From an optimization exercise on the open Yosys and OpenROAD flow, aimed at small area, a short achievable clock period and few clock cycles per item; shortcuts taken in it are not production practice. The RTL was checked by simulation tests, not by an equivalence proof against the original design. Power and IR drop assume default switching activity.

==> design.v <==
package cwcc_pkg;
  localparam int WINDOW_SIZE = 120;
  localparam int POS_W       = 12;
  localparam int SYM_W       = 3;
  localparam int T_W         = 23;
  localparam int CHUNK       = 6;
  localparam int N_CHUNK     = (T_W + CHUNK - 1) / CHUNK;
  localparam int FLUSH       = N_CHUNK - 1;
  localparam int SUM_BITS    = T_W + 2;
endpackage
module cwcc_term (
  input  logic       clk,
  input  logic [7:0] pixel,
  input  logic       add,
  input  logic       keep,
  input  logic       shift,
  output logic [cwcc_pkg::T_W-1:0] t
);
  localparam int TW = cwcc_pkg::T_W;
  localparam int CH = cwcc_pkg::CHUNK;
  logic [8:0]    v;
  logic [TW-1:0] a, b, s;
  logic [TW:0]   c;
  logic [cwcc_pkg::N_CHUNK-1:0] carry_r;
  always_comb begin
    v = {pixel ^ 8'h7F, 1'b1};
    for (int i = 0; i < TW; i++) begin
      a[i] = t[i] & keep;
      b[i] = (add & v[(i < 8) ? i : 8]) | (shift & t[(i < TW - 1) ? i + 1 : TW - 1]);
    end
    c[0] = 1'b0;
    for (int i = 0; i < TW; i++) begin
      logic ci;
      if (i % CH == 0 && i != 0) ci = carry_r[i / CH - 1] & keep;
      else ci = c[i];
      s[i]   = a[i] ^ b[i] ^ ci;
      c[i+1] = (a[i] & b[i]) | (ci & (a[i] ^ b[i]));
    end
  end
  always_ff @(posedge clk) begin
    t <= s;
    for (int j = 0; j < cwcc_pkg::N_CHUNK - 1; j++) carry_r[j] <= c[(j + 1) * CH];
  end
endmodule
module cwcc_classify (
  input  logic [2:0] neg,        
  input  logic [2:0] nonzero,    
  input  logic       sum_neg,
  input  logic       sum_nonzero,
  input  logic       octal_mode,
  output logic [cwcc_pkg::SYM_W-1:0] symbol
);
  logic [2:0] pos;
  logic [7:0] ok;
  logic [cwcc_pkg::SYM_W-1:0] oct_sym;
  always_comb begin
    pos = nonzero & ~neg;
    ok[0] = (neg & ~3'b000) == '0 && (pos & 3'b000) == '0;
    ok[1] = (neg & ~3'b111) == '0 && (pos & 3'b111) == '0;
    ok[2] = (neg & ~3'b001) == '0 && (pos & 3'b001) == '0;
    ok[3] = (neg & ~3'b100) == '0 && (pos & 3'b100) == '0;
    ok[4] = (neg & ~3'b010) == '0 && (pos & 3'b010) == '0;
    ok[5] = (neg & ~3'b101) == '0 && (pos & 3'b101) == '0;
    ok[6] = (neg & ~3'b011) == '0 && (pos & 3'b011) == '0;
    ok[7] = (neg & ~3'b110) == '0 && (pos & 3'b110) == '0;
    oct_sym = 3'd7;
    for (int i = 6; i >= 0; i--) begin
      if (ok[i]) oct_sym = 3'(i);
    end
    if (octal_mode) symbol = oct_sym;
    else            symbol = {2'b00, !sum_neg && sum_nonzero};
  end
endmodule
module center_window_color_classifier (
  input  logic             clk,
  input  logic             rst_n,
  input  logic             cfg_valid,
  output logic             cfg_ready,
  input  logic [1:0]       cfg_index,
  input  logic [cwcc_pkg::POS_W-1:0] cfg_data,
  input  logic             in_valid,
  output logic             in_ready,
  input  logic [7:0]       in_pixel_blue,
  input  logic [7:0]       in_pixel_green,
  input  logic [7:0]       in_pixel_red,
  input  logic             in_frame_start,
  output logic             out_valid,
  input  logic             out_ready,
  output logic [cwcc_pkg::SYM_W-1:0] out_symbol
);
  localparam int PW        = cwcc_pkg::POS_W;
  localparam int FLUSH_END = cwcc_pkg::FLUSH;                      
  localparam int SHIFT_END = cwcc_pkg::FLUSH + cwcc_pkg::SUM_BITS;  
  localparam int CNT_W     = $clog2(SHIFT_END + 3);
  function automatic logic lt(input logic [PW:0] a, input logic [PW:0] b);
    logic br;
    br = 1'b0;
    for (int i = 0; i <= PW; i++) br = (~a[i] & b[i]) | (~a[i] & br) | (b[i] & br);
    lt = br;
  endfunction
  typedef struct packed {
    logic in_win;    
    logic at_end;    
  } axis_t;
  function automatic axis_t axis(input logic [PW-1:0] q, input logic [PW-1:0] ext_reg);
    logic [PW-1:0] e, half;
    logic [PW:0]   lo, hi;
    logic          lt_e;
    e    = {ext_reg[PW-1:1], ext_reg[0] | (ext_reg == '0)};
    half = {1'b0, ext_reg[PW-1:1]};
    lo   = {1'b0, half} - (PW+1)'(59);
    hi   = {1'b0, half} + (PW+1)'(61);
    lt_e = lt({1'b0, q}, {1'b0, e});
    axis = {(half <= PW'(60) || !lt({1'b0, q}, lo)) && lt({1'b0, q}, hi) && (lt_e || q == e),
            !lt_e};
  endfunction
  function automatic axis_t axis_0(input logic [PW-1:0] ext);
    axis_0 = {ext <= PW'(121), ext <= PW'(1)};
  endfunction
  logic [PW-1:0] frame_width_r, frame_height_r;
  logic          octal_mode_r, mode_f;
  logic [PW-1:0] column_r, row_r;    
  logic          in_ready_r;
  logic          out_valid_r;
  logic [cwcc_pkg::SYM_W-1:0] out_symbol_r, symbol;
  logic [7:0]    pix_blue_r, pix_green_r, pix_red_r;
  logic          add_r, keep_r, shift_r;
  logic          busy_r;
  logic [CNT_W-1:0] count_r;
  logic [1:0]    sum_carry_r;
  logic          sum_bit_r, sum_nz_r;
  logic [2:0]    term_nz_r;
  axis_t         fx, fy, x0, y0;
  logic [PW-1:0] column_inc, row_inc;
  logic          ix, le, iy, ye;
  logic          accept, in_win, frame_end, go, finishing;
  logic [cwcc_pkg::T_W-1:0] t_blue, t_green, t_red;
  logic [2:0]    lsb;
  logic [2:0]    sum_now;
  assign cfg_ready = 1'b1;
  always_comb begin
    fx = axis(column_r, frame_width_r);
    fy = axis(row_r, frame_height_r);
    x0 = axis_0(frame_width_r);
    y0 = axis_0(frame_height_r);
    column_inc = column_r + PW'(1);
    row_inc    = row_r + PW'(1);
    accept = in_valid && in_ready_r;
    if (in_frame_start) begin
      {ix, le} = x0;
      {iy, ye} = y0;
    end else begin
      {ix, le} = fx;
      {iy, ye} = fy;
    end
    in_win     = ix && iy;
    frame_end  = le && ye;
    go         = busy_r && count_r == CNT_W'(FLUSH_END) && (!out_valid_r || out_ready);
    finishing  = busy_r && count_r == CNT_W'(SHIFT_END + 1);
    lsb     = {t_blue[0], t_green[0], t_red[0]};
    sum_now = 3'(lsb[2]) + 3'(lsb[1]) + 3'(lsb[0]) + 3'(sum_carry_r);
  end
  cwcc_term u_term_blue  (.clk(clk), .pixel(pix_blue_r),  .add(add_r), .keep(keep_r),
                          .shift(shift_r), .t(t_blue));
  cwcc_term u_term_green (.clk(clk), .pixel(pix_green_r), .add(add_r), .keep(keep_r),
                          .shift(shift_r), .t(t_green));
  cwcc_term u_term_red   (.clk(clk), .pixel(pix_red_r),   .add(add_r), .keep(keep_r),
                          .shift(shift_r), .t(t_red));
  cwcc_classify u_classify (
    .neg         ({t_blue[cwcc_pkg::T_W-1], t_green[cwcc_pkg::T_W-1], t_red[cwcc_pkg::T_W-1]}),
    .nonzero     (term_nz_r),
    .sum_neg     (sum_bit_r),
    .sum_nonzero (sum_nz_r),
    .octal_mode  (mode_f),
    .symbol      (symbol)
  );
  always_ff @(posedge clk) begin
    if (!rst_n) begin
      frame_width_r  <= PW'(1280);
      frame_height_r <= PW'(720);
      octal_mode_r   <= 1'b0;
      column_r       <= PW'(1);
      row_r          <= PW'(1);
      in_ready_r     <= 1'b0;
      out_valid_r    <= 1'b0;
      add_r          <= 1'b0;
      keep_r         <= 1'b0;
      shift_r        <= 1'b0;
      busy_r         <= 1'b0;
    end else begin
      if (cfg_valid) begin
        case (cfg_index)
          2'd0: frame_width_r  <= cfg_data;
          2'd1: frame_height_r <= cfg_data;
          2'd2: octal_mode_r   <= cfg_data[0];
          default: ;
        endcase
      end
      add_r <= accept && in_win;
      keep_r  <= !(accept && in_frame_start) && !go &&
                 !(busy_r && count_r > CNT_W'(FLUSH_END) && count_r <= CNT_W'(SHIFT_END));
      shift_r <= go || (busy_r && count_r > CNT_W'(FLUSH_END) && count_r < CNT_W'(SHIFT_END));
      if (accept) begin
        if (le) column_r <= PW'(1);
        else column_r <= in_frame_start ? PW'(2) : column_inc;
        if (frame_end) row_r <= PW'(1);
        else if (le) row_r <= in_frame_start ? PW'(2) : row_inc;
        else if (in_frame_start) row_r <= PW'(1);
      end
      if (accept && frame_end) busy_r <= 1'b1;
      else if (finishing)      busy_r <= 1'b0;
      in_ready_r <= !(accept && frame_end) &&
                    (!busy_r || finishing);
      if (finishing) begin
        out_valid_r <= 1'b1;
      end else if (out_ready) begin
        out_valid_r <= 1'b0;
      end
    end
  end
  always_ff @(posedge clk) begin
    pix_blue_r  <= in_pixel_blue;
    pix_green_r <= in_pixel_green;
    pix_red_r   <= in_pixel_red;
    if (accept && frame_end) mode_f <= octal_mode_r;
    if (!busy_r) count_r <= '0;
    else if (count_r != CNT_W'(FLUSH_END) || go) count_r <= count_r + CNT_W'(1);
    if (!busy_r) begin
      sum_carry_r <= '0;
      sum_bit_r   <= 1'b0;
      sum_nz_r    <= 1'b0;
      term_nz_r   <= '0;
    end else if (shift_r) begin
      sum_carry_r <= sum_now[2:1];
      sum_bit_r   <= sum_now[0];
      sum_nz_r    <= sum_nz_r || sum_now[0];
      term_nz_r   <= term_nz_r | lsb;
    end
    if (finishing) out_symbol_r <= symbol;
  end
  assign in_ready   = in_ready_r;
  assign out_valid  = out_valid_r;
  assign out_symbol = out_symbol_r;
endmodule
==> flow/run.sh <==
#!/bin/bash
set -euo pipefail
bash standard.sh SETUP_SLACK_MARGIN=7 'BUFFER_PORTS_ARGS=-buffer_cell sky130_fd_sc_hd__buf_1' 'CTS_BUF_LIST=sky130_fd_sc_hd__clkbuf_4 sky130_fd_sc_hd__clkbuf_8' finish > standard_flow.log 2>&1
==> standard.sh <==
#!/bin/bash
# synth_recipe.tcl (not shown) runs the flow's synth.tcl, then flattens the netlist and writes it again
# the make line also repeats each setting of config.mk as NAME=value (left out here)
make -C /OpenROAD-flow-scripts/flow DESIGN_CONFIG=/design/flow/config.mk WORK_HOME=/design/flow/orfs CLKGATE_MAP_FILE= SYNTH_SCRIPT=/design/flow/synth_recipe.tcl "${@:-finish}"
==> config.mk <==
export PLATFORM = sky130hd
export DESIGN_NAME = center_window_color_classifier
export DESIGN_NICKNAME = center_window_color_classifier
export VERILOG_FILES = /design/flow/design.v
export SDC_FILE = /design/flow/constraint.sdc
export NUM_CORES = 4
export LEC_CHECK = 0
export CAP_MARGIN = 20
export CORE_MARGIN = 2
export CORE_UTILIZATION = 40
export SLEW_MARGIN = 20
==> constraint.sdc <==
create_clock -name core_clock -period 10.0 [get_ports {clk}]
set_input_delay 2.0000 -clock core_clock [delete_from_list [all_inputs] [get_ports {clk}]]
set_output_delay 2.0000 -clock core_clock [all_outputs]
set_load 0.01 [all_outputs]
==> impl_results.md, run 1 <==
* Slew HR at 0.430
* Syn Nets at 1321
* Worst Reg-to-Reg Cells at 10
* Reg2reg end: u_term_red.t[11]$_DFF_P_
* Largest net degree at the start of global routing at 46
* Worst Setup Start Kind: flip-flop
* CP Buf/Inv Count at 1
* Cell Rows at 58
* Core region area at 25000 µm²
* H-tree levels at 4
* Final HPWL DP at 16600 µm
* Cells after Synth at 1175
* Fillers at 2436
* Root Buffer: clkbuf_8
* Post-route ant nets at 0
* Die Y at 163 µm
* CP Depth at 1
* Gpl congestion at 0.934
* Vias in the first global route at 8441
* Pwr dens at 113 nW/µm²
* Worst-Skew Late Latency at 0.49 ns
* Slew Limit Fails at 0
* RSZ-0062 raised after global routing: yes
* Crit path largest cell delay at 0.41 ns
* Crit. End Element: output pin
* DRC at 0
* MaxCap Viol Count at 0
* Share of layout cells above drive strength 1 at 0.175
* Post-synth EDFFs at 4
* Commonest non-fill, non-tap cell in the layout: nand2_1
* Clock skew at 0.0189 ns
* DR vias/cell at 5.42
* DRT iter0 DRCs at 646
* Final Setup Violations at 0
* Diode count at 0
* Synth Flop Type: dfxtp_1
* Reg clk slew, reported paths at 0.11 ns
* Post-DP Area at 10400 µm²
* # hold bufs at CTS at 0
* Most frequent cells in the layout: nand2_1, dfxtp_1, inv_1
* Synth Cell Area at 10100 µm²
* Inst Count DP at 1481
* Minimum clock period at 3.03 ns
* #FFs+latches synth at 173
* Reg-to-reg startpoint: add_r$_SDFF_PN0_
* Hold Fails Final Rpt at 0
* Slew @ Worst Pin at 0.834 ns
* Combinational group share of total power at 0.076
* Setup WS pre-CTS at 5.79 ns
* Setup WS post-layout at 6.97 ns
* Switch share at 0.295
* DR WL/cell at 16.2 µm
* Slowest cell on the critical path: edfxtp_1
* First drt pass iteration count at 6
* Total GRT Usage at 0.196
* Crit path from: out_symbol_r[2]$_SDFFCE_PP0P_
* Die width at 163 µm
* Clock Power Share at 0.386
* Port Buffers at 48
* Global-route wire length before repair at 41600 µm
* Net Sw Power at 393 µW
* Sequential share of the synthesized area at 0.348
* Vias at 8505
* CTS buffer count at 17
* CP required at 8.00 ns
* Clock Tree Buf Depth at 2
* Crit share post-route at 0.303
* Delay-heaviest family, CP: flip-flops
* Crit path DAT at 1.03 ns
* Leak Pwr at 4.58 nW
* Maximum vdd ir drop at 0.0000710 V
* Non-Filler Instances at 1568
* Die area at 26400 µm²
* Worst min-delay path class: flip-flop to flip-flop
* Sequential power share at 0.538
* Total Routed Length at 25400 µm
* Setup_tns at 0 ns
* FF-to-FF setup slack at 7.01 ns
* CTS tree: yes
* CP Cell Sequence: clkbuf_2
* P_int at 937 µW
* Sinks on Clock Net at 173
* Crit path capture: out_symbol[2]
* Async S/R FF share, synth at 0
* Finished Cell Area at 11800 µm²
* Avg Inst Size Synth at 8.56 µm²
* I/O Pins at 50
* Layout area overhead at 17.3%
* GR Overflow Total at 0
* Initial antenna violation count at 0
* Critical path peak fanout at 1
* WS Path Type: flip-flop to output pin
* Yosys warns at 3
* Initial Utilization at 0.403
* Synth cell types at 78
* Nets at 1371
* Fin Hold WS at 0.473 ns
* Max frequency at 330 MHz
* Outcome: no timing/DRC/antenna violations
==> worst min path at each step <==
stage | end | slack [ns] | cells after the start | from
2_1_floorplan | mode_f$_DFFE_PP_ | 0.41 | 0 | octal_mode_r$_SDFFE_PN0P_
3_3_place_gp | term_nz_r[0]$_SDFFE_PN0P_ | 0.45 | 2 | term_nz_r[0]$_SDFFE_PN0P_
4_1_cts | term_nz_r[0]$_SDFFE_PN0P_ | 0.48 | 2 | term_nz_r[0]$_SDFFE_PN0P_
3_5_place_dp | term_nz_r[0]$_SDFFE_PN0P_ | 0.45 | 2 | term_nz_r[0]$_SDFFE_PN0P_
6_report | term_nz_r[0]$_SDFFE_PN0P_ | 0.47 | 2 | term_nz_r[0]$_SDFFE_PN0P_
5_1_grt | frame_width_r[0]$_SDFFE_PN0P_ | 0.51 | 2 | frame_width_r[0]$_SDFFE_PN0P_
==> final cells by class <==
class	instances	area, µm²	share of cell area
Multi-Input combinational cell	822	6190	0.524
Sequential cell	173	3580	0.303
Timing Repair Buffer	104	785	0.0664
Inverter	106	418	0.0354
Tap cell	330	413	0.0350
Clock buffer	17	234	0.0198
Clock inverter	15	186	0.0158
Timing Repair inverter	1	7.51	0.000636
==> kinds of logic (layout without fill, tap and decap cells) <==
family,Yosys count,after routing,synth area share
AND/OR/NAND/NOR,409,409,0.194
AO/OA/AOI/OAI,261,261,0.167
buffers and inverters,180,243,0.0697
flip-flops,173,173,0.348
adder cells (fa/ha/maj),106,106,0.179
XOR/XNOR,34,34,0.0296
multiplexers,11,11,0.0114
other,1,1,0.000373
==> flip-flops by register name, indices dropped and copies added (netlist names), 5 cells and up <==
| signal | count |
|---|---|
| pix_green_r | 8 |
| u_term_green.t | 23 |
| count_r | 5 |
| frame_height_r | 12 |
| u_term_blue.t | 23 |
| row_r | 12 |
| pix_blue_r | 8 |
| column_r | 12 |
| u_term_red.t | 23 |
| pix_red_r | 8 |
| frame_width_r | 12 |
==> repair_timing <==
item,CTS,global route
resized for setup,80,73
endpoints found under the setup margin,70,43
setup buffers,26,24
cloned,5,0
pin swaps,12,19
==> power by group through the flow <==
stage	Clock, mW	Combinational, mW	Sequential (mW)
6_report	0.513	0.101	0.715
3_5_place_dp	0	0.0783	0.733
5_1_grt	0.553	0.112	0.716
2_1_floorplan	0	0.0632	0.723
4_1_cts	0.527	0.0903	0.718
3_3_place_gp	0	0.0777	0.733
==> cells in the mapped netlist, types with 4 or more instances <==
| cell type | n | area share |
|---|---|---|
| clkbuf_1 | 60 | 0.022 |
| a2111oi_0 | 5 | 0.0044 |
| nor2_1 | 79 | 0.029 |
| fa_1 | 65 | 0.13 |
| and2_1 | 34 | 0.021 |
| a2bb2oi_1 | 12 | 0.010 |
| and3_1 | 13 | 0.0081 |
| nand2b_1 | 17 | 0.011 |
| nor2b_1 | 6 | 0.0037 |
| a22oi_1 | 13 | 0.0097 |
| mux2i_1 | 7 | 0.0070 |
| dfxtp_1 | 169 | 0.34 |
| o2111ai_1 | 7 | 0.0061 |
| a21o_1 | 14 | 0.010 |
| o21ai_0 | 44 | 0.022 |
| nand4_1 | 10 | 0.0062 |
| nand3_1 | 38 | 0.019 |
| o211ai_1 | 6 | 0.0045 |
| xor2_1 | 15 | 0.013 |
| buf_1 | 7 | 0.0026 |
| nor4_1 | 11 | 0.0068 |
| ha_1 | 37 | 0.046 |
| inv_1 | 104 | 0.039 |
| nor3_1 | 15 | 0.0075 |
| o22ai_1 | 8 | 0.0050 |
| mux2_2 | 4 | 0.0045 |
| nand2_1 | 154 | 0.057 |
| a21oi_1 | 97 | 0.048 |
| o31ai_1 | 5 | 0.0037 |
| a31oi_1 | 6 | 0.0037 |
| edfxtp_1 | 4 | 0.012 |
| xnor2_1 | 19 | 0.017 |
| a211oi_1 | 6 | 0.0045 |
| or3_1 | 11 | 0.0068 |
==> routing by layer <==
layer	part of all wire	track usage	wire, µm	vias up
met3	0.042	0.0336	1080	47
met2	0.49	0.332	12300	231
li1	-	-	-	4097
met4	0.021	0.0619	538	0
met1	0.45	0.257	11400	4130
met5	0	0	0	-
==> stage by stage <==
step                      total power [mW]  utilization
after floorplan                      0.786            -
after global placement               0.811        0.418
after detailed placement             0.812        0.418
after CTS                             1.33        0.457
after global routing                  1.38        0.473
final                                 1.33        0.473
Testbench counts, summed over its fixed seeds: cycles 2,738,428, pixels 2,736,476.
==> inputs of run 2 (changes only) <==
==> flow/run.sh (replaced) <==
#!/bin/bash
set -euo pipefail
bash standard.sh SETUP_SLACK_MARGIN=7 'BUFFER_PORTS_ARGS=-buffer_cell sky130_fd_sc_hd__buf_1' 'CTS_BUF_LIST=sky130_fd_sc_hd__clkbuf_8' finish > standard_flow.log 2>&1
==> impl_results.md, run 2 <==
* Final Setup Violations at 0
* RSZ-0062 raised after global routing: yes
* Post-route ant nets at 0
* Crit share post-route at 0.303
* Setup WS post-layout at 6.97 ns
* Total Routed Length at 25400 µm
* Minimum clock period at 3.03 ns
* Worst Setup Start Kind: flip-flop
* Synth Cell Area at 10100 µm²
* Synth top area share at 0.336
* Maximum vdd ir drop at 0.0000710 V
* Worst Hold Path Cells at 2
* CP Buf/Inv Count at 1
* Sequential share of the synthesized area at 0.348
* GR Overflow Total at 0
* Fin Hold WS at 0.473 ns
* Post-synth EDFFs at 4
* FF-to-FF setup slack at 7.01 ns
* Reg-to-reg startpoint: add_r$_SDFF_PN0_
* Switch share at 0.295
* Delay-heaviest family, CP: flip-flops
* Synth Flop Type: dfxtp_1
* Reg2reg end: u_term_red.t[11]$_DFF_P_
* Layout area overhead at 17.3%
* WS Path Type: flip-flop to output pin
* Inst Count DP at 1481
* Sequential power share at 0.538
* Critical path peak fanout at 1
* Worst-Skew Late Latency at 0.49 ns
* Fillers at 2436
* Share of layout cells above drive strength 1 at 0.175
* Largest regs: u_term_blue.t x23, u_term_green.t x23, u_term_red.t x23
* Reg clk slew, reported paths at 0.11 ns
* DRT iter0 DRCs at 646
* Hold path start: term_nz_r[0]$_SDFFE_PN0P_
* Crit path DAT at 1.03 ns
* Cell Rows at 58
* Avg Inst Size Synth at 8.56 µm²
* Crit path largest cell delay at 0.41 ns
* Initial antenna violation count at 0
* Gpl congestion at 0.934
* Die area at 26400 µm²
* Largest net degree at the start of global routing at 46
* Clock Tree Buf Depth at 2
* Async S/R FF share, synth at 0
* Combinational group share of total power at 0.076
* CTS tree: yes
* Die width at 163 µm
* Worst min-delay path class: flip-flop to flip-flop
* DRC at 0
* Syn Nets at 1321
* DR WL/cell at 16.2 µm
* Sinks on Clock Net at 173
* Pwr dens at 113 nW/µm²
* Crit. End Element: output pin
* Initial Utilization at 0.403
* Outcome: no timing/DRC/antenna violations
* Most frequent cells in the layout: nand2_1, dfxtp_1, inv_1
* Synth cell types at 78
* Clock Power Share at 0.386
* P_int at 937 µW
* I/O Pins at 50
* # hold bufs at CTS at 0
* Cells after Synth at 1175
* Max frequency at 330 MHz
* Non-Filler Instances at 1568
* CTS buffer count at 17
* Die Y at 163 µm
* Area leader, netlist: dfxtp_1
* Nets at 1371
* Port Buffers at 48
* Hold Fails Final Rpt at 0
* #FFs+latches synth at 173
* Slowest cell on the critical path: edfxtp_1
* Clock skew at 0.0189 ns
* Vias at 8505
* Most numerous cell in the Yosys netlist: dfxtp_1
* First drt pass iteration count at 6
* H-tree levels at 4
* Net Sw Power at 393 µW
* Largest cells by area after synthesis: dfxtp_1, fa_1, nand2_1, a21oi_1, ha_1
* Slew Limit Fails at 0
* DR vias/cell at 5.42
* MaxCap Viol Count at 0
* Core region area at 25000 µm²
* Worst Reg-to-Reg Cells at 10
* CP required at 8.00 ns
* CP Cell Sequence: clkbuf_2
* Root Buffer: clkbuf_8
* Global-route wire length before repair at 41600 µm
* CP Depth at 1
* End of the worst hold path: term_nz_r[0]$_SDFFE_PN0P_
* Diode count at 0
* Slew HR at 0.430
* Slew @ Worst Pin at 0.834 ns
* Final HPWL DP at 16600 µm
* Synth top cells by count: dfxtp_1, nand2_1, inv_1
* Setup WS pre-CTS at 5.79 ns
* Setup_tns at 0 ns
* Vias in the first global route at 8441
* Leak Pwr at 4.58 nW
* Total GRT Usage at 0.196
* Commonest non-fill, non-tap cell in the layout: nand2_1
* Yosys warns at 3
==> run 2: cell counts in the layout (fill, tap and decap cells not counted) <==
Identical to the previous run, type by type.
==> run 2: cell families after synthesis <==
family	count (synthesis)	share of synthesized area
buffers and inverters	180	0.0697
muxes	11	0.0114
AOI/OAI and AO/OA	261	0.167
xor gates and xnor gates	34	0.0296
other	1	0.000373
and+or+nand+nor	409	0.194
DFF	173	0.348
adders and majority gates	106	0.179
==> run 2: per-stage QoR <==
stage / area, µm² / utilization / power [mW]
2_1_floorplan: 10200 / - / 0.786
3_3_place_gp: 10400 / 0.418 / 0.811
3_5_place_dp: 10400 / 0.418 / 0.812
4_1_cts: 11400 / 0.457 / 1.33
5_1_grt: 11800 / 0.473 / 1.38
6_report: 11800 / 0.473 / 1.33
==> run 2: worst min-delay path: stages, from the launching register on <==
cell and delay [ns]:
dfxtp_1 0.34, a21oi_1 0.04, nor2_1 0.07
==> run 2: power groups by stage <==
stage	Sequential [mW]	Clock [mW]	Combinational, mW
after detailed placement	0.733	0	0.0783
after global placement	0.733	0	0.0777
after CTS	0.718	0.527	0.0903
final	0.715	0.513	0.101
after global routing	0.716	0.553	0.112
after floorplan	0.723	0	0.0632
==> run 2: metal layers <==
layer / track usage / part of all wire
met5: 0 / 0
met3: 0.0336 / 0.042
met2: 0.332 / 0.49
met1: 0.257 / 0.45
met4: 0.0619 / 0.021
==> run 2: area by class of cell <==
class	instances	area, µm²	share of cell area
multi-input cells	822	6190	0.524
flip-flops and latches	173	3580	0.303
repair buffers	104	785	0.0664
inverters	106	418	0.0354
well taps	330	413	0.0350
clock buffers	17	234	0.0198
clock inverters	15	186	0.0158
repair inverters	1	7.51	0.000636
==> run 2: how the worst max path moves through the flow <==
stage                               end                          start
6_report                  out_symbol[2]  out_symbol_r[2]$_SDFFCE_PP0P_
5_1_grt        u_term_red.t[11]$_DFF_P_               add_r$_SDFF_PN0_
4_1_cts                   out_symbol[2]  out_symbol_r[2]$_SDFFCE_PP0P_
3_5_place_dp           add_r$_SDFF_PN0_                          rst_n
3_3_place_gp           add_r$_SDFF_PN0_                          rst_n
2_1_floorplan          add_r$_SDFF_PN0_                       in_valid
==> run 2: what timing repair did <==
| action | CTS | global route |
|---|---|---|
| pin swaps | 12 | 19 |
| endpoints found under the setup margin | 70 | 43 |
| setup buffers | 26 | 24 |
| resized for setup | 80 | 73 |
| cloned | 5 | 0 |
==> inputs of run 3 (changes only) <==
==> flow/run.sh (replaced) <==
#!/bin/bash
set -euo pipefail
bash standard.sh SETUP_SLACK_MARGIN=7 'BUFFER_PORTS_ARGS=-buffer_cell sky130_fd_sc_hd__buf_1' 'CTS_BUF_LIST=sky130_fd_sc_hd__clkbuf_4 sky130_fd_sc_hd__clkbuf_8' CORE_UTILIZATION=60 PLACE_DENSITY=0.75 finish > standard_flow.log 2>&1
==> impl_results.md, run 3 <==
* Outcome: no timing/DRC/antenna violations
* Commonest non-fill, non-tap cell in the layout: nand2_1
* Non-Filler Instances at 1457
* Avg Inst Size Synth at 8.56 µm²
* Slew Limit Fails at 0
* #FFs+latches synth at 173
* Yosys warns at 3
* Crit path from: add_r$_SDFF_PN0_
* Combinational group share of total power at 0.082
* Cell Rows at 47
* Synth top area share at 0.336
* First drt pass iteration count at 6
* Core region area at 16500 µm²
* Die area at 17800 µm²
* GR Overflow Total at 0
* Die width at 134 µm
* CP Cell Sequence: clkinvlp_4, buf_6, o21ai_4, fa_2, inv_1, fa_2, fa_2, fa_2, fa_1, inv_1, fa_1
* CTS buffer count at 17
* Initial antenna violation count at 0
* Worst-Skew Late Latency at 0.47 ns
* Crit share post-route at 0.304
* Slew @ Worst Pin at 0.980 ns
* Met3 Resource Use GR at 0.0552
* Synth cell types at 78
* Reg clk slew, reported paths at 0.10 ns
* Final HPWL DP at 15900 µm
* DR vias/cell at 5.87
* Post-synth EDFFs at 4
* Slew HR at 0.330
* Synth top cells by count: dfxtp_1, nand2_1, inv_1
* Net Sw Power at 345 µW
* Clock Tree Buf Depth at 2
* Port Buffers at 48
* WS Path Type: flip-flop to flip-flop
* Crit path largest cell delay at 0.42 ns
* DRT iter0 DRCs at 578
* Total Routed Length at 25200 µm
* Gr busiest metal: met2
* Initial Utilization at 0.611
* Largest regs: u_term_blue.t x23, u_term_green.t x23, u_term_red.t x23
* Most frequent cells in the layout: nand2_1, dfxtp_1, inv_1
* Inst Count DP at 1371
* Clock Power Share at 0.374
* Clock skew at 0.0150 ns
* Final Setup Violations at 0
* P_int at 966 µW
* Global-route wire length before repair at 40800 µm
* Vias in the first global route at 8294
* Layout area overhead at 16.1%
* Nets at 1370
* Slowest cell on the critical path: dfxtp_4
* Reg-to-reg startpoint: add_r$_SDFF_PN0_
* Die Y at 134 µm
* Minimum clock period at 3.04 ns
* Met1 usage at 0.359
* Worst min-delay path class: flip-flop to flip-flop
* Total GRT Usage at 0.289
* Hold Fails Final Rpt at 0
* Gpl congestion at 0.952
* Leak Pwr at 4.57 nW
* Hold path start: frame_width_r[0]$_SDFFE_PN0P_
* Synth Cell Area at 10100 µm²
* Critical path peak fanout at 6
* Maximum vdd ir drop at 0.000156 V
* Max frequency at 329 MHz
* MaxCap Viol Count at 0
* CTS tree: yes
* Diode count at 0
* Pwr dens at 112 nW/µm²
* Syn Nets at 1321
* Sinks on Clock Net at 173
* Switch share at 0.263
* Most numerous cell in the Yosys netlist: dfxtp_1
* Post-route ant nets at 0
* Largest cells by area after synthesis: dfxtp_1, fa_1, nand2_1, a21oi_1, ha_1
* Sequential power share at 0.544
* Sequential share of the synthesized area at 0.348
* Crit. End Element: flip-flop
* Post-DP Area at 10300 µm²
* Async S/R FF share, synth at 0
* I/O Pins at 50
* CP required at 10.36 ns
* Cells after Synth at 1175
* Share of layout cells above drive strength 1 at 0.172
* DR WL/cell at 17.3 µm
* Total chip power at 1.31 mW
* Finished Cell Area at 11700 µm²
* Synth Flop Type: dfxtp_1
* Worst path most repeated cell: fa_2
* Fillers at 1266
* Root Buffer: clkbuf_8
* Fin Hold WS at 0.469 ns
* Largest net degree at the start of global routing at 46
* Vias at 8553
* Area leader, netlist: dfxtp_1
* Met2 Usage GRT at 0.498
* Crit path DAT at 3.40 ns
* Worst Setup Start Kind: flip-flop
* DRC at 0
* H-tree levels at 4
* RSZ-0062 raised after global routing: yes
* Setup_tns at 0 ns
## run 3: routing by layer
layer	vias up	wire length, µm	share of wire
met4	0	873	0.035
met1	4103	10400	0.41
li1	4093	-	-
met3	65	1200	0.048
met2	292	12700	0.50
met5	-	0	0
## run 3: final cells by class
class | instances | area [µm²] | area share
sequential | 173 | 3570 | 0.306
timing repair buffer | 102 | 795 | 0.0680
timing repair inverter | 1 | 7.51 | 0.000643
clock inverter | 11 | 128 | 0.0109
tap | 220 | 275 | 0.0236
clock buffer | 21 | 270 | 0.0231
multi-input combinational | 823 | 6220 | 0.532
inverter | 106 | 418 | 0.0358
## run 3: final timing paths
kind                                         to  slack, ns  cells past startpoint
setup / recovery      u_term_blue.t[11]$_DFF_P_       6.96                     11
setup reg to reg      u_term_blue.t[11]$_DFF_P_       6.96                     11
hold reg to reg   frame_width_r[0]$_SDFFE_PN0P_       0.47                      2
hold / removal    frame_width_r[0]$_SDFFE_PN0P_       0.47                      2
## run 3: worst max-delay path: cells and delay by family, from the launching register on
kind | cells | cell delay [ns]
adder cells (fa/ha/maj) | 6 | 2.01
flip-flops | 1 | 0.42
buffers and inverters | 4 | 0.36
AO/OA/AOI/OAI | 1 | 0.13
## run 3: power groups by stage
stage | sequential [mW] | clock, mW | combinational [mW]
global route | 0.715 | 0.531 | 0.118
global placement | 0.732 | 0 | 0.0768
floorplan | 0.723 | 0 | 0.0632
finish | 0.713 | 0.490 | 0.108
detailed placement | 0.732 | 0 | 0.0774
CTS | 0.717 | 0.501 | 0.0915
## run 3: per-stage QoR
| stage | setup slack, ns | util |
|---|---|---|
| floorplan | 6.82 | - |
| global placement | 5.86 | 0.626 |
| detailed placement | 5.80 | 0.626 |
| global route | 6.88 | 0.710 |
| finish | 6.96 | 0.710 |
| CTS | 6.93 | 0.685 |
## run 3: kinds of logic after synthesis
| group | Yosys count | synth area share |
|---|---|---|
| compound gates | 261 | 0.167 |
| xor+xnor | 34 | 0.0296 |
| fa+ha+maj | 106 | 0.179 |
| buf+inv | 180 | 0.0697 |
| flops | 173 | 0.348 |
| mux | 11 | 0.0114 |
| other cells | 1 | 0.000373 |
| simple gates | 409 | 0.194 |
## run 3: repair_timing
item,in CTS,in global routing
pin swaps,13,22
buffers inserted,23,24
endpoints found under the setup margin,62,41
gates resized for setup,84,67
cloned,6,1
hold buffers,0,0
==> inputs of run 4 (changes only) <==
==> flow/run.sh (replaced) <==
#!/bin/bash
# The standard layout (standard.sh), with these settings changed:
#  - the timing repair steps aim for setup slack beyond the clock period
#    (SETUP_SLACK_MARGIN), so the achieved period drops below the set one;
#  - the ports get plain buf_1 buffers (sized up by repair where needed);
#  - the clock tree is built from clkbuf_4 and clkbuf_8;
#  - a denser core (CORE_UTILIZATION, PLACE_DENSITY) for shorter wires.
# The clock period, SDC, synthesis, power grid and tap cells are the
# standard ones. make's full output goes to standard_flow.log; each step's
# own log is under orfs/logs/.
set -euo pipefail
bash standard.sh SETUP_SLACK_MARGIN=7.6 \
  'BUFFER_PORTS_ARGS=-buffer_cell sky130_fd_sc_hd__buf_1' \
  'CTS_BUF_LIST=sky130_fd_sc_hd__clkbuf_4 sky130_fd_sc_hd__clkbuf_8' \
  CORE_UTILIZATION=60 PLACE_DENSITY=0.75 \
  finish > standard_flow.log 2>&1
==> impl_results.md, run 4 <==
* Outcome: no timing/DRC/antenna violations
* Reg-to-reg startpoint: frame_width_r[5]$_SDFFE_PN0P_
* Post-synth EDFFs at 4
* #FFs+latches synth at 173
* DR vias/cell at 6.22
* Reg clk slew, reported paths at 0.09 ns
* Syn Nets at 1321
* Die area at 17800 µm²
* Most numerous cell in the Yosys netlist: dfxtp_1
* Async S/R FF share, synth at 0
* Max frequency at 322 MHz
* Slew Limit Fails at 0
* Total Routed Length at 30800 µm
* Port Buffers at 48
* Fillers at 1060
* Synth Area in Compound Gates at 0.167
* Yosys warns at 3
* DR WL/cell at 20.3 µm
* Hold path start: frame_height_r[0]$_SDFFE_PN0P_
* Cells after Synth at 1175
* Critical path peak fanout at 45
* Commonest non-fill, non-tap cell in the layout: dfxtp_1
* Worst min-delay path class: flip-flop to flip-flop
* End of the worst hold path: frame_height_r[0]$_SDFFE_PN0P_
* Crit share post-route at 0.310
* Setup WS post-layout at 6.90 ns
* Area share of and/or/nand/nor cells after synthesis at 0.194
* Initial antenna violation count at 0
* Clock Tree Buf Depth at 2
* Fin util at 0.783
* Avg Inst Size Synth at 8.56 µm²
* Slew @ Worst Pin at 0.995 ns
* Diode count at 0
* Met2 WL at 15600 µm
* Layout area overhead at 28.1%
* Final HPWL DP at 16200 µm
* Synth Area in XOR/XNOR at 0.0296
* Top layer in use: met4
* Clock skew at 0.0195 ns
* Maximum vdd ir drop at 0.000114 V
* Reg2reg end: add_r$_SDFF_PN0_
* Share of layout cells above drive strength 1 at 0.324
* Total GRT Usage at 0.330
* Initial Utilization at 0.611
* Crit. End Element: flip-flop
* Synth Flop Type: dfxtp_1
* Die width at 134 µm
* CTS buffer count at 17
* Setup WS pre-CTS at 5.84 ns
* Post-route ant nets at 0
* Root Buffer: clkbuf_8
* Core region area at 16500 µm²
* Gpl congestion at 0.972
* Cell Rows at 47
* WS Path Type: primary input to flip-flop
* Largest regs: u_term_blue.t x23, u_term_green.t x23, u_term_red.t x23
* GR Overflow Total at 0
* # hold bufs at CTS at 0
* Vias at 9449
* I/O Pins at 50
* FF-to-FF setup slack at 6.96 ns
* Largest cells by area after synthesis: dfxtp_1, fa_1, nand2_1, a21oi_1, ha_1
* DRC at 0
* Synth Cell Area at 10100 µm²
* Hold Fails Final Rpt at 0
* Fin Hold WS at 0.494 ns
* Most frequent cells in the layout: dfxtp_1, nand2_1, a21oi_1
* Leak Pwr at 5.03 nW
* Worst Setup Start Kind: primary input
* Non-Filler Instances at 1520
* Synth cell types at 78
* MaxCap Viol Count at 0
* Largest net degree at the start of global routing at 46
* Largest family of logic cells by synthesized area: simple AND/OR/NAND/NOR gates
* Crit path DAT at 3.51 ns
* Sequential share of the synthesized area at 0.348
* Worst-Skew Late Latency at 0.48 ns
* First drt pass iteration count at 6
* Area leader, netlist: dfxtp_1
* Global-route wire length before repair at 46100 µm
* Worst Hold Path Cells at 2
* Sinks on Clock Net at 173
* CP required at 10.41 ns
* Vias in the first global route at 9227
* RSZ-0062 raised after global routing: yes
* Inst Count DP at 1371
* Minimum clock period at 3.10 ns
* DRT iter0 DRCs at 1081
* Slew HR at 0.320
* Worst Reg-to-Reg Cells at 10
* Nets at 1433
* Setup_tns at 0 ns
* Pwr dens at 105 nW/µm²
* Die Y at 134 µm
* Metal-1 WL at 11500 µm
* H-tree levels at 4
* Post-synthesis mux area share at 0.0114
* Post-synthesis adder-cell area fraction at 0.179
* Synth top area share at 0.336
* CTS tree: yes
* DR WL met3 at 2170 µm
* Final Setup Violations at 0
* Synth top cells by count: dfxtp_1, nand2_1, inv_1
-- run 4: layout make-up --
class,count,area (µm²),area share
multi-input combinational,824,6740,0.522
sequential,173,3590,0.278
timing repair buffer,164,1460,0.114
inverter,106,430,0.0334
tap,220,275,0.0213
clock buffer,18,248,0.0192
clock inverter,14,145,0.0113
timing repair inverter,1,8.76,0.000679
-- run 4: cells by family (layout without fill, tap and decap cells) --
kind of cell | count (synthesis) | in the layout
AOI/OAI and AO/OA | 261 | 261
xor gates and xnor gates | 34 | 34
adders and majority gates | 106 | 106
buffers and inverters | 180 | 303
DFF | 173 | 173
muxes | 11 | 11
other | 1 | 1
and+or+nand+nor | 409 | 411
-- run 4: report_power, final --
group          switching [mW]  internal (mW)  leakage [nW]
sequential             0.0132          0.698          1.42
combinational          0.0770         0.0629          3.41
clock                   0.308          0.193         0.199
total                   0.398          0.954          5.03
-- run 4: worst max path at each step --
stage	start	end	slack, ns
6_report	rst_n	add_r$_SDFF_PN0_	6.90
4_1_cts	out_symbol_r[2]$_SDFFCE_PP0P_	out_symbol[2]	6.98
3_5_place_dp	rst_n	add_r$_SDFF_PN0_	5.84
2_1_floorplan	in_frame_start	add_r$_SDFF_PN0_	6.82
3_3_place_gp	rst_n	add_r$_SDFF_PN0_	6.01
5_1_grt	rst_n	add_r$_SDFF_PN0_	6.90
-- run 4: metal layers --
layer / track usage / vias up
li1: - / 4223
met2: 0.560 / 542
met4: 0.197 / 0
met3: 0.0567 / 152
met1: 0.393 / 4532
met5: 0 / -
-- run 4: critical path: stages --
cell and delay [ns]:
buf_12 0.13, inv_16 0.09, nor4_2 0.28, nand3_1 0.12, a211oi_2 0.22, a41oi_1 0.20, a311oi_2 0.24, o311a_1 0.21
-- run 4: through the flow --
stage               total power, mW  cell area (µm²)
global placement              0.811            10500
global route                   1.39            12900
floorplan                     0.792            10500
CTS                            1.32            12300
finish                         1.35            12900
detailed placement            0.812            10500
-- run 4: timing repair --
item,in CTS,in global routing
endpoints found under the setup margin,112,86
pin swaps,54,64
resized for setup,211,91
cloned,10,1
buffers inserted,66,40
==> inputs of run 5 (changes only) <==
--- a/flow/run.sh
+++ b/flow/run.sh
@@ -10,5 +10,5 @@
 # own log is under orfs/logs/.
 set -euo pipefail
-bash standard.sh SETUP_SLACK_MARGIN=7.6 \
+bash standard.sh SETUP_SLACK_MARGIN=6.5 \
   'BUFFER_PORTS_ARGS=-buffer_cell sky130_fd_sc_hd__buf_1' \
   'CTS_BUF_LIST=sky130_fd_sc_hd__clkbuf_4 sky130_fd_sc_hd__clkbuf_8' \
==> impl_results.md, run 5 <==
* Post-synth EDFFs at 4
* Diode count at 0
* First drt pass iteration count at 5
* Crit path largest cell delay at 0.47 ns
* Commonest non-fill, non-tap cell in the layout: dfxtp_1
* CTS buffer count at 17
* I/O Pins at 50
* Share of layout cells above drive strength 1 at 0.0771
* Avg Inst Size Synth at 8.56 µm²
* Synth cell types at 78
* Worst Reg-to-Reg Cells at 10
* Pwr dens at 119 nW/µm²
* Total Routed Length at 22500 µm
* Die area at 17800 µm²
* DRC at 0
* Maximum vdd ir drop at 0.000120 V
* Async S/R FF share, synth at 0
* Most frequent cells in the layout: dfxtp_1, nand2_1, inv_1
* Area leader, netlist: dfxtp_1
* Initial antenna violation count at 0
* Port Buffers at 48
* Slew Limit Fails at 0
* Slowest cell on the critical path: dfxtp_2
* Die Y at 134 µm
* Hold path start: frame_width_r[0]$_SDFFE_PN0P_
* Total GRT Usage at 0.262
* GR Overflow Total at 0
* Vias in the first global route at 7833
* Setup_tns at 0 ns
* Post-DP Area at 10300 µm²
* Worst Hold Path Cells at 2
* Gpl congestion at 0.950
* Total chip power at 1.29 mW
* Reg clk slew, reported paths at 0.10 ns
* Finished Cell Area at 10900 µm²
* Synth top area share at 0.336
* Cells after Synth at 1175
* Sinks on Clock Net at 173
* Die width at 134 µm
* Largest net degree at the start of global routing at 79
* Synth Flop Type: dfxtp_1
* Final HPWL DP at 15700 µm
* Hold Fails Final Rpt at 0
* Vias at 8187
* Crit. End Element: flip-flop
* Worst-Skew Late Latency at 0.47 ns
* Final Setup Violations at 0
* Post-route ant nets at 0
* Synth top cells by count: dfxtp_1, nand2_1, inv_1
* Critical path peak fanout at 5
* Most numerous cell in the Yosys netlist: dfxtp_1
* Reg-to-reg startpoint: add_r$_SDFF_PN0_
* Worst min-delay path class: flip-flop to flip-flop
* WS Path Type: flip-flop to flip-flop
* Nets at 1326
* Crit share post-route at 0.336
* Root Buffer: clkbuf_8
* CP required at 10.35 ns
* Crit path DAT at 3.71 ns
* End of the worst hold path: frame_width_r[0]$_SDFFE_PN0P_
* DR WL/cell at 15.9 µm
* Leak Pwr at 4.21 nW
* FF-to-FF setup slack at 6.64 ns
* Worst Setup Start Kind: flip-flop
* MaxCap Viol Count at 0
* #FFs+latches synth at 173
* DR vias/cell at 5.79
* Global-route wire length before repair at 37700 µm
* Minimum clock period at 3.36 ns
* Slew HR at 0.592
* Cell Rows at 47
* Clock skew at 0.0162 ns
* DRT iter0 DRCs at 643
* Reg2reg end: u_term_red.t[11]$_DFF_P_
* Worst path most repeated cell: fa_1
* Clock Tree Buf Depth at 2
* Outcome: no timing/DRC/antenna violations
* Core region area at 16500 µm²
* Initial Utilization at 0.611
* H-tree levels at 4
* CTS tree: yes
* Largest regs: u_term_blue.t x23, u_term_green.t x23, u_term_red.t x23
* Slew @ Worst Pin at 0.596 ns
* Yosys warns at 3
* CP Cell Sequence: clkinvlp_4, o21ai_0, fa_1, inv_1, fa_1, fa_1, fa_1, fa_1, inv_1, fa_1
* Synth Cell Area at 10100 µm²
* Max frequency at 297 MHz
* Syn Nets at 1321
* Sequential share of the synthesized area at 0.348
* Layout area overhead at 7.83%
* # hold bufs at CTS at 0
* Largest cells by area after synthesis: dfxtp_1, fa_1, nand2_1, a21oi_1, ha_1
* RSZ-0062 raised after global routing: no
[run 5: logic make-up after synthesis]
family | synth area share
adder cells (fa/ha/maj) | 0.179
multiplexers | 0.0114
flip-flops | 0.348
AND/OR/NAND/NOR | 0.194
buffers and inverters | 0.0697
other | 0.000373
AO/OA/AOI/OAI | 0.167
XOR/XNOR | 0.0296
[run 5: report_power, final]
group          internal (mW)  total, mW  switching (mW)  leakage, nW
clock                  0.210      0.495           0.285        0.200
sequential             0.701      0.718          0.0167         1.40
combinational         0.0319     0.0807          0.0488         2.60
total                  0.943       1.29           0.350         4.21
[run 5: worst max-delay path by stage]
stage / start / to / slack (ns)
5_1_grt: frame_width_r[7]$_SDFFE_PN0P_ / row_r[0]$_SDFFE_PN1P_ / 6.47
4_1_cts: shift_r$_SDFF_PN0_ / u_term_red.t[11]$_DFF_P_ / 6.51
3_3_place_gp: rst_n / add_r$_SDFF_PN0_ / 5.61
2_1_floorplan: in_valid / add_r$_SDFF_PN0_ / 6.57
3_5_place_dp: rst_n / add_r$_SDFF_PN0_ / 5.64
6_report: add_r$_SDFF_PN0_ / u_term_red.t[11]$_DFF_P_ / 6.64
[run 5: per-stage QoR]
step	instances	worst slack [ns]	hold slack (ns)	util
after floorplan	1175	6.57	0.408	-
after global placement	1374	5.61	0.450	0.623
after detailed placement	1374	5.64	0.453	0.623
after CTS	1409	6.51	0.467	0.652
after global routing	1413	6.47	0.495	0.659
final	1413	6.64	0.466	0.659
[run 5: cell type report]
type / count / area (µm²)
flip-flops and latches: 173 / 3520
multi-input cells: 822 / 5930
clock buffers: 17 / 234
well taps: 220 / 275
fillers: 1373 / 5610
repair inverters: 1 / 5.00
repair buffers: 59 / 309
clock inverters: 15 / 166
inverters: 106 / 407
[run 5: repair_timing]
| item | 4_1_cts | 5_1_grt |
|---|---|---|
| setup buffers | 2 | 3 |
| gates resized for setup | 18 | 23 |
| setup endpoints to repair | 33 | 32 |
| gates cloned | 1 | 1 |
| pin swaps | 0 | 0 |
[run 5: critical path: cells and delay by family (launching register included)]
family	cells	cell delay, ns
adder cells (fa/ha/maj)	6	2.19
flip-flops	1	0.47
buffers and inverters	3	0.33
AO/OA/AOI/OAI	1	0.26
[run 5: metal layers]
layer | track usage | wire length [µm] | share of wire | vias to the layer above
met5 | 0 | 0 | 0 | -
met4 | 0.0703 | 412 | 0.018 | 0
met3 | 0.0434 | 1340 | 0.060 | 32
met2 | 0.422 | 10400 | 0.46 | 251
met1 | 0.369 | 10300 | 0.46 | 3914
li1 | - | - | - | 3990
==> inputs of run 6 (changes only) <==
--- a/flow/run.sh
+++ b/flow/run.sh
@@ -10,5 +10,5 @@
 # own log is under orfs/logs/.
 set -euo pipefail
-bash standard.sh SETUP_SLACK_MARGIN=6.5 \
+bash standard.sh SETUP_SLACK_MARGIN=7 TNS_END_PERCENT=10 \
   'BUFFER_PORTS_ARGS=-buffer_cell sky130_fd_sc_hd__buf_1' \
   'CTS_BUF_LIST=sky130_fd_sc_hd__clkbuf_4 sky130_fd_sc_hd__clkbuf_8' \
==> impl_results.md, run 6 <==
* Max frequency at 321 MHz
* Synth cell types at 78
* CP Cell Sequence: clkinvlp_4, buf_6, o21ai_2, fa_2, inv_1, fa_2, fa_2, fa_2, fa_1, inv_1, fa_1
* Setup WS post-layout at 6.89 ns
* Slew HR at 0.396
* Crit path DAT at 3.46 ns
* Final Setup Violations at 0
* Delay-heaviest family, CP: adder cells
* Setup WS pre-CTS at 5.74 ns
* Post-route ant nets at 0
* Commonest non-fill, non-tap cell in the layout: nand2_1
* Setup_tns at 0 ns
* Area leader, netlist: dfxtp_1
* Sinks on Clock Net at 173
* Vias in the first global route at 8343
* Synth Area in XOR/XNOR at 0.0296
* Port Buffers at 48
* Nets at 1367
* P_int at 941 µW
* DR vias/cell at 5.83
* Minimum clock period at 3.11 ns
* Pwr dens at 113 nW/µm²
* MaxCap Viol Count at 0
* Crit. End Element: flip-flop
* Area share of and/or/nand/nor cells after synthesis at 0.194
* Slew @ Worst Pin at 0.883 ns
* GR Overflow Total at 0
* WS Path Type: flip-flop to flip-flop
* Yosys warns at 3
* Total chip power at 1.30 mW
* Synth Area in Compound Gates at 0.167
* Root Buffer: clkbuf_8
* Worst min-delay path class: flip-flop to flip-flop
* Post-synth EDFFs at 4
* Worst path most repeated cell: fa_2
* Cells after Synth at 1175
* Clock Tree Buf Depth at 2
* Clock Power Share at 0.370
* Avg Inst Size Synth at 8.56 µm²
* Layout area overhead at 14.1%
* Vias at 8484
* CTS tree: yes
* Maximum vdd ir drop at 0.000113 V
* Largest cells by area after synthesis: dfxtp_1, fa_1, nand2_1, a21oi_1, ha_1
* Synth Flop Type: dfxtp_1
* Post-synthesis adder-cell area fraction at 0.179
* Initial antenna violation count at 0
* Synth Cell Area at 10100 µm²
* Core region area at 16500 µm²
* Synth top area share at 0.336
* Crit share post-route at 0.311
* Sequential share of the synthesized area at 0.348
* DRT iter0 DRCs at 712
* Reg clk slew, reported paths at 0.10 ns
* Largest regs: u_term_blue.t x23, u_term_green.t x23, u_term_red.t x23
* Syn Nets at 1321
* RSZ-0062 raised after global routing: yes
* Total Routed Length at 24800 µm
* Switch share at 0.275
* Sequential power share at 0.551
* Largest family of logic cells by synthesized area: simple AND/OR/NAND/NOR gates
* Largest net degree at the start of global routing at 46
* H-tree levels at 4
* DR WL/cell at 17.1 µm
* Initial Utilization at 0.611
* Final HPWL DP at 15700 µm
* Diode count at 0
* First drt pass iteration count at 5
* Slowest cell on the critical path: dfxtp_4
* Die width at 134 µm
* Crit path largest cell delay at 0.41 ns
* Clock skew at 0.0164 ns
* Share of layout cells above drive strength 1 at 0.135
* Net Sw Power at 358 µW
* Gpl congestion at 0.959
* Most numerous cell in the Yosys netlist: dfxtp_1
* Critical path peak fanout at 8
* Die area at 17800 µm²
* Combinational group share of total power at 0.079
* Async S/R FF share, synth at 0
* DRC at 0
* Worst Setup Start Kind: flip-flop
* CP Buf/Inv Count at 4
* Leak Pwr at 4.51 nW
* Slew Limit Fails at 0
* Fin util at 0.697
* #FFs+latches synth at 173
* Cell Rows at 47
* Outcome: no timing/DRC/antenna violations
* Total GRT Usage at 0.281
* CTS buffer count at 17
* CP required at 10.35 ns
* Worst-Skew Late Latency at 0.46 ns
* Hold Fails Final Rpt at 0
* Die Y at 134 µm
* I/O Pins at 50
* Global-route wire length before repair at 40100 µm
* Synth top cells by count: dfxtp_1, nand2_1, inv_1
* Post-synthesis mux area share at 0.0114
* Most frequent cells in the layout: nand2_1, dfxtp_1, inv_1
## run 6: power groups by stage
stage	combinational [mW]	clock (mW)	sequential (mW)
floorplan	0.0626	0	0.723
detailed placement	0.0773	0	0.733
global placement	0.0767	0	0.733
CTS	0.0884	0.488	0.717
finish	0.103	0.481	0.715
global route	0.112	0.517	0.716
## run 6: kinds of logic (layout without fill, tap and decap cells)
logic type / after synthesis / in the layout
other: 1 / 1
XOR/XNOR: 34 / 34
flip-flops: 173 / 173
adder cells (fa/ha/maj): 106 / 106
buffers and inverters: 180 / 239
AND/OR/NAND/NOR: 409 / 409
multiplexers: 11 / 11
AO/OA/AOI/OAI: 261 / 261
## run 6: final timing paths
check,startpoint,end,slack [ns],depth (start not counted)
setup / recovery,add_r$_SDFF_PN0_,u_term_blue.t[11]$_DFF_P_,6.89,11
hold / removal,frame_width_r[0]$_SDFFE_PN0P_,frame_width_r[0]$_SDFFE_PN0P_,0.47,2
setup reg to reg,add_r$_SDFF_PN0_,u_term_blue.t[11]$_DFF_P_,6.89,11
hold reg to reg,frame_width_r[0]$_SDFFE_PN0P_,frame_width_r[0]$_SDFFE_PN0P_,0.47,2
## run 6: final cells by class
cell class              instances  area (µm²)
multi-input cells             822        6090
fillers                      1270        4980
flip-flops and latches        173        3550
repair buffers                 98         719
inverters                     106         428
well taps                     220         275
clock buffers                  20         263
clock inverters                12         120
repair inverters                3        27.5
## run 6: repair_timing
item                       in CTS  in global routing
cloned                          5                  2
pin swaps                       8                 11
setup endpoints to repair      60                 39
gates resized for setup        55                 47
hold endpoints to repair        0                  0
setup buffers                  20                 23
hold buffers                    0                  0
## run 6: per-layer routing
metal / global-route usage / routed length (µm)
met1: 0.345 / 10300
met2: 0.491 / 12300
met3: 0.0472 / 1300
met4: 0.121 / 905
met5: 0 / 0
## run 6: worst register-to-register path, delay by kind of cell (launching register included)
family	cells	cell delay (ns)
flip-flops	1	0.41
buffers and inverters	4	0.44
AO/OA/AOI/OAI	1	0.13
adder cells (fa/ha/maj)	6	2.01
## run 6: stage by stage
step | hold slack (ns) | instance area [µm²] | cells
3_3_place_gp | 0.447 | 10300 | 1372
5_1_grt | 0.486 | 11500 | 1454
3_5_place_dp | 0.455 | 10300 | 1372
2_1_floorplan | 0.408 | 10200 | 1175
6_report | 0.468 | 11500 | 1454
4_1_cts | 0.470 | 11100 | 1429
==> inputs of run 7 (changes only) <==
--- a/flow/run.sh
+++ b/flow/run.sh
@@ -10,5 +10,5 @@
 # own log is under orfs/logs/.
 set -euo pipefail
-bash standard.sh SETUP_SLACK_MARGIN=7 TNS_END_PERCENT=10 \
+bash standard.sh SETUP_SLACK_MARGIN=7.3 TNS_END_PERCENT=5 \
   'BUFFER_PORTS_ARGS=-buffer_cell sky130_fd_sc_hd__buf_1' \
   'CTS_BUF_LIST=sky130_fd_sc_hd__clkbuf_4 sky130_fd_sc_hd__clkbuf_8' \
==> impl_results.md, run 7 <==
* Global-route wire length before repair at 41000 µm
* Setup WS post-layout at 6.94 ns
* Die area at 17800 µm²
* Post-synth EDFFs at 4
* Synth Flop Type: dfxtp_1
* CTS tree: yes
* Clock skew at 0.0197 ns
* MaxCap Viol Count at 0
* Avg Inst Size Synth at 8.56 µm²
* Vias in the first global route at 8339
* Fin Hold WS at 0.459 ns
* Maximum vdd ir drop at 0.000109 V
* Slew @ Worst Pin at 0.734 ns
* Post-route ant nets at 0
* DR vias/cell at 5.91
* Critical path peak fanout at 45
* H-tree levels at 4
* Reg clk slew, reported paths at 0.09 ns
* GR Overflow Total at 0
* Crit path largest cell delay at 0.28 ns
* Synth Area in XOR/XNOR at 0.0296
* Root Buffer: clkbuf_8
* Total GRT Usage at 0.286
* Non-Filler Instances at 1442
* Worst Setup Start Kind: primary input
* Fin util at 0.693
* Synth cell types at 78
* Pwr dens at 112 nW/µm²
* Area share of and/or/nand/nor cells after synthesis at 0.194
* Commonest non-fill, non-tap cell in the layout: nand2_1
* Crit share post-route at 0.306
* I/O Pins at 50
* Yosys warns at 3
* Die Y at 134 µm
* Slew Limit Fails at 0
* CTS buffer count at 17
* Post-synthesis adder-cell area fraction at 0.179
* Synth Area in Compound Gates at 0.167
* Setup_tns at 0 ns
* Largest regs: u_term_blue.t x23, u_term_green.t x23, u_term_red.t x23
* #FFs+latches synth at 173
* Share of layout cells above drive strength 1 at 0.135
* Area leader, netlist: dfxtp_1
* Most frequent cells in the layout: nand2_1, dfxtp_1, inv_1
* DRC at 0
* Crit path DAT at 3.45 ns
* Nets at 1355
* Total Routed Length at 24400 µm
* Leak Pwr at 4.49 nW
* Minimum clock period at 3.06 ns
* CP required at 10.39 ns
* Outcome: no timing/DRC/antenna violations
* WS Path Type: primary input to flip-flop
* Setup WS pre-CTS at 5.75 ns
* Syn Nets at 1321
* Post-synthesis mux area share at 0.0114
* CP Cell Sequence: buf_6, inv_12, nor4_2, nand3_1, a211oi_1, a41oi_1, a311oi_1, o311a_1
* Largest net degree at the start of global routing at 46
* Async S/R FF share, synth at 0
* Initial Utilization at 0.611
* Layout area overhead at 13.3%
* Initial antenna violation count at 0
* Cells after Synth at 1175
* Most numerous cell in the Yosys netlist: dfxtp_1
* Largest cells by area after synthesis: dfxtp_1, fa_1, nand2_1, a21oi_1, ha_1
* Diode count at 0
* Worst-Skew Late Latency at 0.47 ns
* Max frequency at 327 MHz
* Slew HR at 0.498
* CP Buf/Inv Count at 2
* Synth top cells by count: dfxtp_1, nand2_1, inv_1
* Vias at 8521
* Fillers at 1299
* Final Setup Violations at 0
* Gpl congestion at 0.970
* Slowest cell on the critical path: nor4_2
* Core region area at 16500 µm²
* Largest family of logic cells by synthesized area: simple AND/OR/NAND/NOR gates
* Delay-heaviest family, CP: compound AO/OA/AOI/OAI gates
* Cell Rows at 47
* Synth Cell Area at 10100 µm²
* Crit. End Element: flip-flop
* Sequential share of the synthesized area at 0.348
* Clock Tree Buf Depth at 2
* First drt pass iteration count at 6
* DR WL/cell at 16.9 µm
* Port Buffers at 48
* Worst min-delay path class: flip-flop to flip-flop
* Sinks on Clock Net at 173
* Die width at 134 µm
* Hold Fails Final Rpt at 0
* DRT iter0 DRCs at 723
* Inst Count DP at 1373
* RSZ-0062 raised after global routing: yes
* Final HPWL DP at 15600 µm
* Synth top area share at 0.336
run 7: cell counts after synthesis:
No cell type changed its count.
run 7: kinds of logic (layout without fill, tap and decap cells):
logic type | after synthesis | in the layout
other | 1 | 1
adders and majority gates | 106 | 106
xor gates and xnor gates | 34 | 34
muxes | 11 | 11
buffers and inverters | 180 | 227
and+or+nand+nor | 409 | 409
DFF | 173 | 173
AOI/OAI and AO/OA | 261 | 261
run 7: area by class of cell:
class / instances / area, µm² / area share
clock buffers: 17 / 234 / 0.0205
clock inverters: 15 / 140 / 0.0123
multi-input cells: 822 / 6090 / 0.534
flip-flops and latches: 173 / 3570 / 0.313
repair buffers: 89 / 686 / 0.0601
well taps: 220 / 275 / 0.0241
inverters: 106 / 410 / 0.0360
run 7: through the flow:
stage,cell area [µm²],total power [mW]
finish,11400,1.28
global route,11400,1.33
CTS,11300,1.29
detailed placement,10300,0.809
global placement,10300,0.809
floorplan,10200,0.786
run 7: worst reg2reg max path, delay by kind of cell (launching register included):
| kind | cells | cell delay, ns |
|---|---|---|
| adder cells (fa/ha/maj) | 6 | 1.98 |
| buffers and inverters | 3 | 0.41 |
| AND/OR/NAND/NOR | 1 | 0.15 |
| flip-flops | 1 | 0.40 |
run 7: worst paths after layout:
| path | from | end | depth (start not counted) | slack, ns |
|---|---|---|---|---|
| max | rst_n | add_r$_SDFF_PN0_ | 8 | 6.94 |
| max reg2reg | keep_r$_SDFF_PN0_ | u_term_green.t[11]$_DFF_P_ | 10 | 6.95 |
| min | frame_width_r[0]$_SDFFE_PN0P_ | frame_width_r[0]$_SDFFE_PN0P_ | 2 | 0.46 |
| min reg2reg | frame_width_r[0]$_SDFFE_PN0P_ | frame_width_r[0]$_SDFFE_PN0P_ | 2 | 0.46 |
run 7: layer usage:
| layer | GRT usage | vias to the layer above | share of wire |
|---|---|---|---|
| li1 | - | 4057 | - |
| met1 | 0.367 | 4120 | 0.43 |
| met2 | 0.487 | 284 | 0.49 |
| met3 | 0.0498 | 60 | 0.050 |
| met4 | 0.103 | 0 | 0.031 |
| met5 | 0 | - | 0 |
run 7: what timing repair did:
action | CTS | global route
setup endpoints to repair | 95 | 71
gates resized for setup | 77 | 24
pin swaps | 13 | 4
cloned | 6 | 0
setup buffers | 27 | 4
hold buffers | 0 | 0
run 7: power breakdown:
group	internal, mW	leakage, nW	switching [mW]
Sequential	0.699	1.41	0.0149
Combinational	0.0419	2.88	0.0564
Clock	0.185	0.198	0.286
==> inputs of run 8 (changes only) <==
--- a/flow/run.sh
+++ b/flow/run.sh
@@ -10,5 +10,5 @@
 # own log is under orfs/logs/.
 set -euo pipefail
-bash standard.sh SETUP_SLACK_MARGIN=7.3 TNS_END_PERCENT=5 \
+bash standard.sh SETUP_SLACK_MARGIN=7 \
   'BUFFER_PORTS_ARGS=-buffer_cell sky130_fd_sc_hd__buf_1' \
   'CTS_BUF_LIST=sky130_fd_sc_hd__clkbuf_4 sky130_fd_sc_hd__clkbuf_8' \
==> impl_results.md, run 8 <==
* Outcome: no timing/DRC/antenna violations
* Avg Inst Size Synth at 8.56 µm²
* CTS buffer count at 17
* Root Buffer: clkbuf_8
* Slew @ Worst Pin at 0.980 ns
* Minimum clock period at 3.04 ns
* Post-synth EDFFs at 4
* H-tree levels at 4
* Clock Tree Buf Depth at 2
* Slew Limit Fails at 0
* CP Cell Sequence: clkinvlp_4, buf_6, o21ai_4, fa_2, inv_1, fa_2, fa_2, fa_2, fa_1, inv_1, fa_1
* Core region area at 16500 µm²
* CP required at 10.36 ns
* Post-route ant nets at 0
* Fin util at 0.710
* Worst path most repeated cell: fa_2
* Sequential share of the synthesized area at 0.348
* Most numerous cell in the Yosys netlist: dfxtp_1
* Yosys warns at 3
* Sinks on Clock Net at 173
* Maximum vdd ir drop at 0.000156 V
* Synth top area share at 0.336
* Synth Cell Area at 10100 µm²
* Cell Rows at 47
* Largest regs: u_term_blue.t x23, u_term_green.t x23, u_term_red.t x23
* Clock skew at 0.0150 ns
* Vias in the first global route at 8294
* Synth Area in Compound Gates at 0.167
* Cells after Synth at 1175
* Port Buffers at 48
* Reg clk slew, reported paths at 0.10 ns
* Crit path largest cell delay at 0.42 ns
* Layout area overhead at 16.1%
* Crit path DAT at 3.40 ns
* Max frequency at 329 MHz
* Slowest cell on the critical path: dfxtp_4
* Area leader, netlist: dfxtp_1
* Die Y at 134 µm
* Area share of and/or/nand/nor cells after synthesis at 0.194
* Synth Flop Type: dfxtp_1
* Synth cell types at 78
* DR vias/cell at 5.87
* Post-synthesis adder-cell area fraction at 0.179
* GR Overflow Total at 0
* #FFs+latches synth at 173
* DRC at 0
* Leak Pwr at 4.57 nW
* DRT iter0 DRCs at 578
* Synth Area in XOR/XNOR at 0.0296
* Nets at 1370
* Worst-Skew Late Latency at 0.47 ns
* Largest family of logic cells by synthesized area: simple AND/OR/NAND/NOR gates
* Commonest non-fill, non-tap cell in the layout: nand2_1
* Share of layout cells above drive strength 1 at 0.172
* Async S/R FF share, synth at 0
* # hold bufs at CTS at 0
* Setup_tns at 0 ns
* Crit. End Element: flip-flop
* I/O Pins at 50
* Final HPWL DP at 15900 µm
* Worst min-delay path class: flip-flop to flip-flop
* Diode count at 0
* Post-synthesis mux area share at 0.0114
* Most frequent cells in the layout: nand2_1, dfxtp_1, inv_1
* Global-route wire length before repair at 40800 µm
* Vias at 8553
* Worst Setup Start Kind: flip-flop
* Syn Nets at 1321
* Synth top cells by count: dfxtp_1, nand2_1, inv_1
* Die area at 17800 µm²
* Pwr dens at 112 nW/µm²
* Slew HR at 0.330
* Hold Fails Final Rpt at 0
* Crit share post-route at 0.304
* Initial Utilization at 0.611
* Critical path peak fanout at 6
* RSZ-0062 raised after global routing: yes
* Largest net degree at the start of global routing at 46
* WS Path Type: flip-flop to flip-flop
* Die width at 134 µm
* Final Setup Violations at 0
* Total GRT Usage at 0.289
* First drt pass iteration count at 6
* CTS tree: yes
* Gpl congestion at 0.952
* Total Routed Length at 25200 µm
* DR WL/cell at 17.3 µm
* Largest cells by area after synthesis: dfxtp_1, fa_1, nand2_1, a21oi_1, ha_1
* Initial antenna violation count at 0
* MaxCap Viol Count at 0
==> run 8: metal layers <==
layer	track usage	share of wire
met5	0	0
met4	0.112	0.035
met3	0.0552	0.048
met2	0.498	0.50
met1	0.359	0.41
==> run 8: stage by stage <==
stage	instance area [µm²]	total power, mW	setup WS, ns	std cells	hold WS (ns)
2_1_floorplan	10200	0.786	6.82	1175	0.408
3_3_place_gp	10300	0.809	5.86	1371	0.446
3_5_place_dp	10300	0.810	5.80	1371	0.452
4_1_cts	11300	1.31	6.93	1432	0.464
5_1_grt	11700	1.36	6.88	1457	0.487
6_report	11700	1.31	6.96	1457	0.469
==> run 8: worst paths after layout <==
check        cells after the start                            end                     startpoint  slack (ns)
min reg2reg                      2  frame_width_r[0]$_SDFFE_PN0P_  frame_width_r[0]$_SDFFE_PN0P_        0.47
min                              2  frame_width_r[0]$_SDFFE_PN0P_  frame_width_r[0]$_SDFFE_PN0P_        0.47
max reg2reg                     11      u_term_blue.t[11]$_DFF_P_               add_r$_SDFF_PN0_        6.96
max                             11      u_term_blue.t[11]$_DFF_P_               add_r$_SDFF_PN0_        6.96
==> run 8: kinds of logic after synthesis <==
logic type / after synthesis
simple gates: 409
xor+xnor: 34
compound gates: 261
fa+ha+maj: 106
buf+inv: 180
mux: 11
other cells: 1
flops: 173
==> run 8: cell type report <==
type                            instances  area (µm²)
Clock buffer                           21         270
Clock inverter                         11         128
Fill cell                            1266        4780
Inverter                              106         418
Multi-Input combinational cell        823        6220
Sequential cell                       173        3570
Tap cell                              220         275
Timing Repair Buffer                  102         795
Timing Repair inverter                  1        7.51
==> run 8: critical path: cells and delay by family, from the launching register on <==
family / cells / cell delay, ns
adders and majority gates: 6 / 2.01
DFF: 1 / 0.42
buffers and inverters: 4 / 0.36
AOI/OAI and AO/OA: 1 / 0.13
==> run 8: power breakdown <==
part | switching (mW) | leakage (nW) | internal (mW)
Sequential | 0.0142 | 1.41 | 0.699
Combinational | 0.0606 | 2.96 | 0.0472
Clock | 0.270 | 0.198 | 0.220
Total | 0.345 | 4.57 | 0.966
==> run 8: timing repair <==
item / 4_1_cts / 5_1_grt
setup endpoints to repair: 62 / 41
pin swaps: 13 / 22
buffers inserted: 23 / 24
cloned: 6 / 1
resized for setup: 84 / 67

-- separate check: timing with driven ports --
No port has a modelled driver above. Below, the same layouts with a new extraction and two added sets of constraints. Step 1 sets driving cells, clkbuf_16 on the clock port and buf_2 on the other inputs (assumed; they add their load-dependent delay and slew). Step 2 times the ports against the registers' clock, not the clock port: input delays grow and output delays shrink by t, the midpoint of the rising clock arrivals with the driver on. Slacks: no drivers / after step 1 / after step 2; pairs: no drivers / after step 1.
| run | shift t [ns] | slack for setup (ns) |
|---|---|---|
| run 1 | 0.521 | 6.968 / 6.923 / 6.521 |
| run 2 | 0.521 | 6.968 / 6.923 / 6.521 |
| run 3 | 0.504 | 6.964 / 6.964 / 6.526 |
| run 4 | 0.511 | 6.897 / 6.876 / 6.365 |
| run 5 | 0.504 | 6.638 / 6.638 / 6.237 |
| run 6 | 0.498 | 6.888 / 6.888 / 6.461 |
| run 7 | 0.501 | 6.944 / 6.951 / 6.450 |
| run 8 | 0.504 | 6.964 / 6.964 / 6.526 |
After both steps every run listed still meets setup and hold.
